Background: an optimization exercise with open tools, aiming at small area, a short achievable clock period and few clock cycles per item. Do not read the settings as production practice. Only simulation tests tie the RTL to the original design; equivalence was not proved. Power figures rest on the tool's default switching activity, not on a simulated workload.

==> 03-06 <==
## json_key_value_extractor_core
module json_key_value_extractor_core #(
   parameter int MaxKeyChars = jkv_pkg::MAX_KEY_CHARS_DEF
) (
   input  logic                            clock,
   input  logic                            reset,
   input  logic                            req_valid,
   output logic                            req_stall,
   input  logic [7:0]                      req_data_byte,
   input  logic                            req_last_byte,
   output logic                            rsp_valid,
   input  logic                            rsp_stall,
   output logic [1:0]                      rsp_item_kind,
   output logic [31:0]                     rsp_item_value,
   output logic [2:0]                      rsp_result_status,
   output logic                            rsp_end_of_run,
   input  logic                            csr_valid,
   output logic                            csr_ready,
   input  logic [jkv_pkg::CSR_IDX_W-1:0]   csr_index,
   input  logic [jkv_pkg::CSR_DATA_W-1:0]  csr_write_data
);
==> flow/config.mk <==
export PLATFORM = sky130hd
export DESIGN_NAME = json_key_value_extractor_core
export DESIGN_NICKNAME = json_key_value_extractor_core
export VERILOG_FILES = /design/flow/design.v
export SDC_FILE = /design/flow/constraint.sdc
export NUM_CORES = 4
export LEC_CHECK = 0
export CAP_MARGIN = 20
export CORE_MARGIN = 2
export CORE_UTILIZATION = 60
export CTS_BUF_LIST = sky130_fd_sc_hd__clkbuf_8
export CTS_CLUSTER_SIZE = 20
export SLEW_MARGIN = 20
==> flow/constraint.sdc <==
create_clock -name core_clock -period 10.0 [get_ports {clock}]
set_input_delay 2.0000 -clock core_clock [delete_from_list [all_inputs] [get_ports {clock}]]
set_output_delay 2.0000 -clock core_clock [all_outputs]
set_load 0.01 [all_outputs]
standard.sh (not shown) runs the stock make flow with config.mk's settings and CLKGATE_MAP_FILE= SYNTH_SCRIPT=/design/flow/synth_recipe.tcl, a recipe that flattens the netlist after the stock synthesis.
==> flow/flow/run.sh <==
#!/bin/bash
# Standard ORFS layout, with timing repair aimed at a shorter period than the clock's
# (the SDC is unchanged; only the resizer's setup margin is raised) and plain buffers on
# the ports.
set -euo pipefail
MARGIN=$(cat flow/margin.txt)
bash standard.sh SETUP_SLACK_MARGIN=$MARGIN "BUFFER_PORTS_ARGS=-buffer_cell sky130_fd_sc_hd__buf_1"  finish > standard_flow.log 2>&1
==> flow/flow/margin.txt <==
6.5
==> 12-14: changes against 03-06 <==
--- a/flow/design.v
+++ b/flow/design.v
@@ -115,11 +115,13 @@
    logic       h_l, s_l;
    logic       accept;
    logic       consume;
    logic [7:0] h_in;
    logic [7:0] h_cls_in, h_cls;
+   logic       h_ld;
    assign req_stall = s_v;
+   assign h_ld      = consume || !h_v;
    assign accept    = req_valid && !s_v;
    always_ff @(posedge clock) begin
       if (reset) begin
          h_v <= 1'b0;
          s_v <= 1'b0;
@@ -135,15 +137,13 @@
    always_ff @(posedge clock) begin
       if (!s_v) begin
          s_b <= req_data_byte;
          s_l <= req_last_byte;
       end
-      if (consume || !h_v) begin
-         h_b   <= h_in;
-         h_l   <= s_v ? s_l : req_last_byte;
-         h_cls <= h_cls_in;
-      end
+      h_b   <= ({8{h_ld}} & h_in) | ({8{!h_ld}} & h_b);
+      h_l   <= (h_ld & (s_v ? s_l : req_last_byte)) | (!h_ld & h_l);
+      h_cls <= ({8{h_ld}} & h_cls_in) | ({8{!h_ld}} & h_cls);
    end
    localparam int SE = 0;   
    localparam int AK = 1;   
    localparam int AC = 2;   
    localparam int ST = 3;   
@@ -160,20 +160,23 @@
    logic [31:0] acc_ff;
    logic        ovf_ff;
    logic [15:0] cnt_ff;
    logic        full_ff;
    logic        pf_ff, pf_ok_ff;
+   logic        pn_u_ff, pn_a_ff;
    logic        out_v_ff;
    logic [1:0]  out_k_ff;
    logic [2:0]  out_s_ff;
    logic        adv;
    logic        step;
-   logic        pf_go;
+   logic        pend;
+   logic        pend_go;
    assign adv     = !out_v_ff || !rsp_stall;
-   assign step    = h_v && adv && !pf_ff;
+   assign pend    = pf_ff || pn_u_ff || pn_a_ff;
+   assign step    = h_v && adv && !pend;
    assign consume = step;
-   assign pf_go   = pf_ff && adv;
+   assign pend_go = pend && adv;
    logic [7:0] c;
    logic       ws, dg, qt, cl, cm, lb, rb, bs;
    logic       L;
    logic [7:0] ch_dec;
    assign c  = h_b;
@@ -194,14 +197,14 @@
          dv_shift[i] = dv_ff[i-1] && eqk[i-2];
       end
    end
    logic [3:0]  dig;
    logic [31:0] acc_mul;
-   logic [31:0] acc_x5;
+   logic [34:0] acc_x5;
    logic        acc_ov;
    assign dig     = c[3:0];
-   assign acc_x5  = acc_ff + {acc_ff[29:0], 2'b00} + {29'd0, dig[3:1]};
+   assign acc_x5  = {3'd0, acc_ff + {acc_ff[29:0], 2'b00} + {29'd0, dig[3:1]}};
    assign acc_mul = {acc_x5[30:0], dig[0]};
    assign acc_ov  = (acc_ff > 32'd429496729) || ((acc_ff == 32'd429496729) && (dig > 4'd5));
    logic [15:0] cnt_inc;
    logic        sfull_next, afull_next, full_init;
    assign cnt_inc    = cnt_ff + 16'd1;
@@ -219,10 +222,11 @@
    logic [17:1] dv_n;
    logic        hitp_n;
    logic        esc_n, full_n;
    logic        cnt_clr, cnt_up;
    logic        emit, pf_set, pf_ok_n;
+   logic        ldig, pn_u_set, pn_a_set;
    logic        k_char, k_elem;
    logic        s_nokey, s_mal, s_ovf, s_cap;
    logic        a_accum, a_start, a_char, a_cnt, a_hold;
    logic [1:0]  e_k;
    logic [2:0]  e_s;
@@ -283,78 +287,98 @@
    assign cnt_clr = ac_go;
    assign cnt_up  = (st_ch & ~full) | n_el;
    assign full_n  = ac_go ? full_init :
                     (st_ch & ~full) ? sfull_next :
                     n_el ? afull_next : full;
+   assign ldig     = ac_u | u_dig | a_st | n_dig;
+   assign pn_u_set = L & (ac_u | u_dig);
+   assign pn_a_set = L & (a_st | n_dig);
    assign emit    = ac_bad | st_end | st_ch | u_end | a_emp | a_bad | n_ovf | n_cap | n_el |
-                    (ph_ff[AA] & ~ws & ~cm) | (L & ~ph_ff[DN]);
-   assign pf_set  = (n_el & (L | (~ws & ~cm))) |
-                    (L & ~full & (st_es | st_ch | ((a_st | n_dig) & ~ovf_n)));
+                    (ph_ff[AA] & ~ws & ~cm) | (L & ~ph_ff[DN] & ~ldig);
+   assign pf_set  = (n_el & (L | (~ws & ~cm))) | (L & ~full & (st_es | st_ch));
    assign pf_ok_n = n_el & rb;
    assign k_char  = ~full & (st_ch | (L & st_es));
-   assign k_elem  = n_el | (L & (a_st | n_dig) & ~ovf_n & ~full);
+   assign k_elem  = n_el;
    assign s_nokey = L & (ph_ff[SE] | ph_ff[AK] | (ph_ff[AC] & ws));
    assign s_mal   = ac_bad | a_bad | (ph_ff[AA] & ~ws & ~cm & ~rb) |
                     (L & (ac_s | ac_a | ((ph_ff[AO] | ph_ff[AE]) & ws) | (ph_ff[AA] & (ws | cm))));
-   assign s_ovf   = (u_end & ovf) | n_ovf | (L & ovf_n);
-   assign s_cap   = (st_ch & full) | n_cap | (L & full & (st_es | ((a_st | n_dig) & ~ovf_n)));
+   assign s_ovf   = (u_end & ovf) | n_ovf;
+   assign s_cap   = (st_ch & full) | n_cap | (L & full & st_es);
    assign e_k = k_char ? KIND_CHAR : k_elem ? KIND_ELEM : KIND_FINAL;
    assign e_s = (k_char | k_elem) ? ST_OK :
                 {s_cap, s_mal | s_ovf, s_nokey | s_ovf};
-   assign a_accum = (u_dig | n_dig) & ~(L & (ovf_n | (n_dig & full)));
-   assign a_start = ac_u | (a_st & ~(L & full));
+   assign a_accum = u_dig | n_dig;
+   assign a_start = ac_u | a_st;
    assign a_char  = k_char;
    assign a_cnt   = st_end | (ph_ff[AA] & rb);
    assign a_hold  = n_el | (u_end & ~ovf);
    always_ff @(posedge clock) begin
       if (reset) begin
          ph_ff    <= 10'd1;
          dv_ff    <= '0;
          hitp_ff  <= 1'b0;
          pf_ff    <= 1'b0;
+         pn_u_ff  <= 1'b0;
+         pn_a_ff  <= 1'b0;
          out_v_ff <= 1'b0;
       end else begin
          if (step) begin
             ph_ff   <= ph_n;
             dv_ff   <= dv_n;
             hitp_ff <= hitp_n;
             pf_ff   <= pf_set;
-         end else if (pf_go) begin
-            pf_ff <= 1'b0;
+            pn_u_ff <= pn_u_set;
+            pn_a_ff <= pn_a_set;
+         end else if (pend_go) begin
+            pf_ff   <= pa_el;
+            pn_u_ff <= 1'b0;
+            pn_a_ff <= 1'b0;
          end
-         if ((step && emit) || pf_go) begin
+         if ((step && emit) || pend_go) begin
             out_v_ff <= 1'b1;
          end else if (!rsp_stall) begin
             out_v_ff <= 1'b0;
          end
       end
    end
    always_ff @(posedge clock) begin
-      if (step) begin
-         esc_ff   <= esc_n;
-         ovf_ff   <= ovf_n;
-         full_ff  <= full_n;
-         pf_ok_ff <= pf_ok_n;
-         if (cnt_clr) begin
-            cnt_ff <= '0;
-         end else if (cnt_up) begin
-            cnt_ff <= cnt_inc;
-         end
-         if (emit) begin
-            out_k_ff <= e_k;
-            out_s_ff <= e_s;
-         end
-         acc_ff <= ({32{a_accum}} & acc_mul) |
-                   ({32{a_start}} & {28'd0, dig}) |
-                   ({32{a_char}}  & {24'd0, ch_dec}) |
-                   ({32{a_cnt}}   & {16'd0, cnt_ff}) |
-                   ({32{a_hold}}  & acc_ff);
-      end else if (pf_go) begin
-         out_k_ff <= KIND_FINAL;
-         out_s_ff <= pf_ok_ff ? ST_OK : ST_MALFORMED;
-         acc_ff   <= pf_ok_ff ? {16'd0, cnt_ff} : 32'd0;
-      end
+      esc_ff   <= (step & esc_n) | (!step & esc_ff);
+      ovf_ff   <= (step & ovf_n) | (!step & ovf_ff);
+      full_ff  <= (step & full_n) | (!step & full_ff);
+      pf_ok_ff <= (step & pf_ok_n) | (!step & !pa_el & pf_ok_ff);
+   end
+   logic        keep;
+   logic        pu, pa, pff, pa_el;
+   logic        ld_out;
+   logic [1:0]  out_k_n;
+   logic [2:0]  out_s_n;
+   logic [15:0] cnt_n;
+   logic [31:0] acc_n;
+   assign keep   = !step && !pend_go;
+   assign ld_out = step && emit;
+   assign pu    = pend_go && pn_u_ff;
+   assign pa    = pend_go && pn_a_ff;
+   assign pff   = pend_go && pf_ff;
+   assign pa_el = pa && !ovf_ff && !full_ff;
+   assign out_k_n = ({2{ld_out}} & e_k) | {pu | pff | (pa & !pa_el), pa_el} |
+                    ({2{keep}} & out_k_ff);
+   assign out_s_n = ({3{ld_out}} & e_s) |
+                    {pa & !ovf_ff & full_ff, ((pu | pa) & ovf_ff) | (pff & !pf_ok_ff),
+                     (pu | pa) & ovf_ff} |
+                    ({3{keep}} & out_s_ff);
+   assign cnt_n   = ({16{step && cnt_up}} & cnt_inc) |
+                    ({16{!(step && (cnt_up || cnt_clr))}} & cnt_ff);
+   assign acc_n   = ({32{step && a_accum}} & acc_mul) |
+                    ({32{step && a_start}} & {28'd0, dig}) |
+                    ({32{step && a_char}}  & {24'd0, ch_dec}) |
+                    ({32{(step && a_cnt) || (pff && pf_ok_ff)}} & {16'd0, cnt_ff}) |
+                    ({32{(step && a_hold) || keep || (pu && !ovf_ff) || pa_el}} & acc_ff);
+   always_ff @(posedge clock) begin
+      out_k_ff <= out_k_n;
+      out_s_ff <= out_s_n;
+      cnt_ff   <= cnt_n;
+      acc_ff   <= acc_n;
    end
    assign rsp_valid         = out_v_ff;
    assign rsp_item_kind     = out_k_ff;
    assign rsp_result_status = out_s_ff;
    assign rsp_end_of_run    = out_k_ff[1];
==> flow/flow/margin.txt (replaced) <==
7.1
Settings changed: CORE_UTILIZATION 60 to 40, CTS_BUF_LIST sky130_fd_sc_hd__clkbuf_8 to sky130_fd_sc_hd__clkbuf_16, CTS_CLUSTER_DIAMETER from default to 150, CTS_CLUSTER_SIZE 20 to 25.
==> 08-11: changes against 03-06 <==
--- a/flow/design.v
+++ b/flow/design.v
@@ -115,11 +115,13 @@
    logic       h_l, s_l;
    logic       accept;
    logic       consume;
    logic [7:0] h_in;
    logic [7:0] h_cls_in, h_cls;
+   logic       h_ld;
    assign req_stall = s_v;
+   assign h_ld      = consume || !h_v;
    assign accept    = req_valid && !s_v;
    always_ff @(posedge clock) begin
       if (reset) begin
          h_v <= 1'b0;
          s_v <= 1'b0;
@@ -135,15 +137,13 @@
    always_ff @(posedge clock) begin
       if (!s_v) begin
          s_b <= req_data_byte;
          s_l <= req_last_byte;
       end
-      if (consume || !h_v) begin
-         h_b   <= h_in;
-         h_l   <= s_v ? s_l : req_last_byte;
-         h_cls <= h_cls_in;
-      end
+      h_b   <= ({8{h_ld}} & h_in) | ({8{!h_ld}} & h_b);
+      h_l   <= (h_ld & (s_v ? s_l : req_last_byte)) | (!h_ld & h_l);
+      h_cls <= ({8{h_ld}} & h_cls_in) | ({8{!h_ld}} & h_cls);
    end
    localparam int SE = 0;   
    localparam int AK = 1;   
    localparam int AC = 2;   
    localparam int ST = 3;   
@@ -327,34 +327,38 @@
             out_v_ff <= 1'b0;
          end
       end
    end
    always_ff @(posedge clock) begin
-      if (step) begin
-         esc_ff   <= esc_n;
-         ovf_ff   <= ovf_n;
-         full_ff  <= full_n;
-         pf_ok_ff <= pf_ok_n;
-         if (cnt_clr) begin
-            cnt_ff <= '0;
-         end else if (cnt_up) begin
-            cnt_ff <= cnt_inc;
-         end
-         if (emit) begin
-            out_k_ff <= e_k;
-            out_s_ff <= e_s;
-         end
-         acc_ff <= ({32{a_accum}} & acc_mul) |
-                   ({32{a_start}} & {28'd0, dig}) |
-                   ({32{a_char}}  & {24'd0, ch_dec}) |
-                   ({32{a_cnt}}   & {16'd0, cnt_ff}) |
-                   ({32{a_hold}}  & acc_ff);
-      end else if (pf_go) begin
-         out_k_ff <= KIND_FINAL;
-         out_s_ff <= pf_ok_ff ? ST_OK : ST_MALFORMED;
-         acc_ff   <= pf_ok_ff ? {16'd0, cnt_ff} : 32'd0;
-      end
+      esc_ff   <= (step & esc_n) | (!step & esc_ff);
+      ovf_ff   <= (step & ovf_n) | (!step & ovf_ff);
+      full_ff  <= (step & full_n) | (!step & full_ff);
+      pf_ok_ff <= (step & pf_ok_n) | (!step & pf_ok_ff);
+   end
+   logic        keep;
+   logic        ld_out;
+   logic [1:0]  out_k_n;
+   logic [2:0]  out_s_n;
+   logic [15:0] cnt_n;
+   logic [31:0] acc_n;
+   assign keep   = !step && !pf_go;
+   assign ld_out = step && emit;
+   assign out_k_n = ({2{ld_out}} & e_k) | {pf_go, 1'b0} | ({2{!ld_out && !pf_go}} & out_k_ff);
+   assign out_s_n = ({3{ld_out}} & e_s) | {1'b0, pf_go & !pf_ok_ff, 1'b0} |
+                    ({3{!ld_out && !pf_go}} & out_s_ff);
+   assign cnt_n   = ({16{step && cnt_up}} & cnt_inc) |
+                    ({16{!(step && (cnt_up || cnt_clr))}} & cnt_ff);
+   assign acc_n   = ({32{step && a_accum}} & acc_mul) |
+                    ({32{step && a_start}} & {28'd0, dig}) |
+                    ({32{step && a_char}}  & {24'd0, ch_dec}) |
+                    ({32{(step && a_cnt) || (pf_go && pf_ok_ff)}} & {16'd0, cnt_ff}) |
+                    ({32{(step && a_hold) || keep}} & acc_ff);
+   always_ff @(posedge clock) begin
+      out_k_ff <= out_k_n;
+      out_s_ff <= out_s_n;
+      cnt_ff   <= cnt_n;
+      acc_ff   <= acc_n;
    end
    assign rsp_valid         = out_v_ff;
    assign rsp_item_kind     = out_k_ff;
    assign rsp_result_status = out_s_ff;
    assign rsp_end_of_run    = out_k_ff[1];
==> flow/flow/margin.txt (replaced) <==
6.3
Settings changed: CORE_UTILIZATION 60 to 40, CTS_BUF_LIST sky130_fd_sc_hd__clkbuf_8 to sky130_fd_sc_hd__clkbuf_16, CTS_CLUSTER_DIAMETER from default to 150, CTS_CLUSTER_SIZE 20 to 25.
==> 10-04: changes against 03-06 <==
==> flow/flow/margin.txt (replaced) <==
6.8
Settings changed: CORE_UTILIZATION 60 to 40.
==> summary of the runs <==
10-04 completed with no timing, DRC or antenna violations. 03-06 finished clean. 12-14 produced a clean layout. 08-11 passed the timing, design-rule and antenna checks. Between 08-11 and 03-06, the lower setup slack is in 08-11 (gap 0.052 ns). Of 12-14 and 10-04, 10-04 has the higher sequential share of layout area (gap 2.0 points). Of 08-11 and 10-04, 10-04 has the higher routed wire length (gap about 6%, measured against 10-04). Total power, lowest first: 12-14, 08-11, 03-06, 10-04. Of 12-14 and 08-11, 12-14 has the higher synthesized cell count (gap about 2%, measured against 08-11). Hold slack: 10-04 > 12-14 > 08-11 > 03-06. Clock skew: 10-04 > 08-11 > 12-14 > 03-06. In 03-06 the sequential power is higher than in 08-11, by about 5%. Of 10-04 and 12-14, 12-14 has the higher global-route usage (gap 0.30 points). In 10-04 the count of clock-buffer cells in the layout is higher than in 08-11, by 46.
Testbench counts of 03-06, summed over its fixed seeds: cycles 202,844, bytes 201,750.
Testbench counts of 12-14, summed over its fixed seeds: cycles 202,844, bytes 201,750.
Testbench counts of 08-11, summed over its fixed seeds: cycles 202,844, bytes 201,750.
Testbench counts of 10-04, summed over its fixed seeds: cycles 202,844, bytes 201,750.

==> separate check: timing with driven ports <==
The results above use ideal ports. As a check the final layouts listed here were re-extracted and re-timed, cells and wires unchanged. Step 1 sets driving cells, clkbuf_16 on the clock port and buf_2 on the other inputs (assumed; they add their load-dependent delay and slew). Step 2, shift: input delay + t, output delay - t, t = (earliest + latest rising clock arrival at the registers) / 2. This alone moves slack from input paths to output paths. Three values: ideal, step 1, step 2; two values: the first two.
run	t, ns	setup WS [ns]	worst hold slack (ns)	worst setup path after step 2
03-06	0.600	6.480 / 6.480 / 6.061	0.448 / 0.448 / 0.448	input to register
12-14	0.543	6.937 / 6.937 / 6.477	0.454 / 0.454 / 0.454	input to register
08-11	0.550	6.428 / 6.428 / 6.006	0.454 / 0.454 / 0.454	input to register
10-04	0.615	6.504 / 6.504 / 6.277	0.457 / 0.457 / 0.457	input to register
After both steps setup and hold are still met in every run listed. The setup slack of 12-14, which loses most, moves by 0.000 ns with the drivers and by -0.460 ns with both steps.
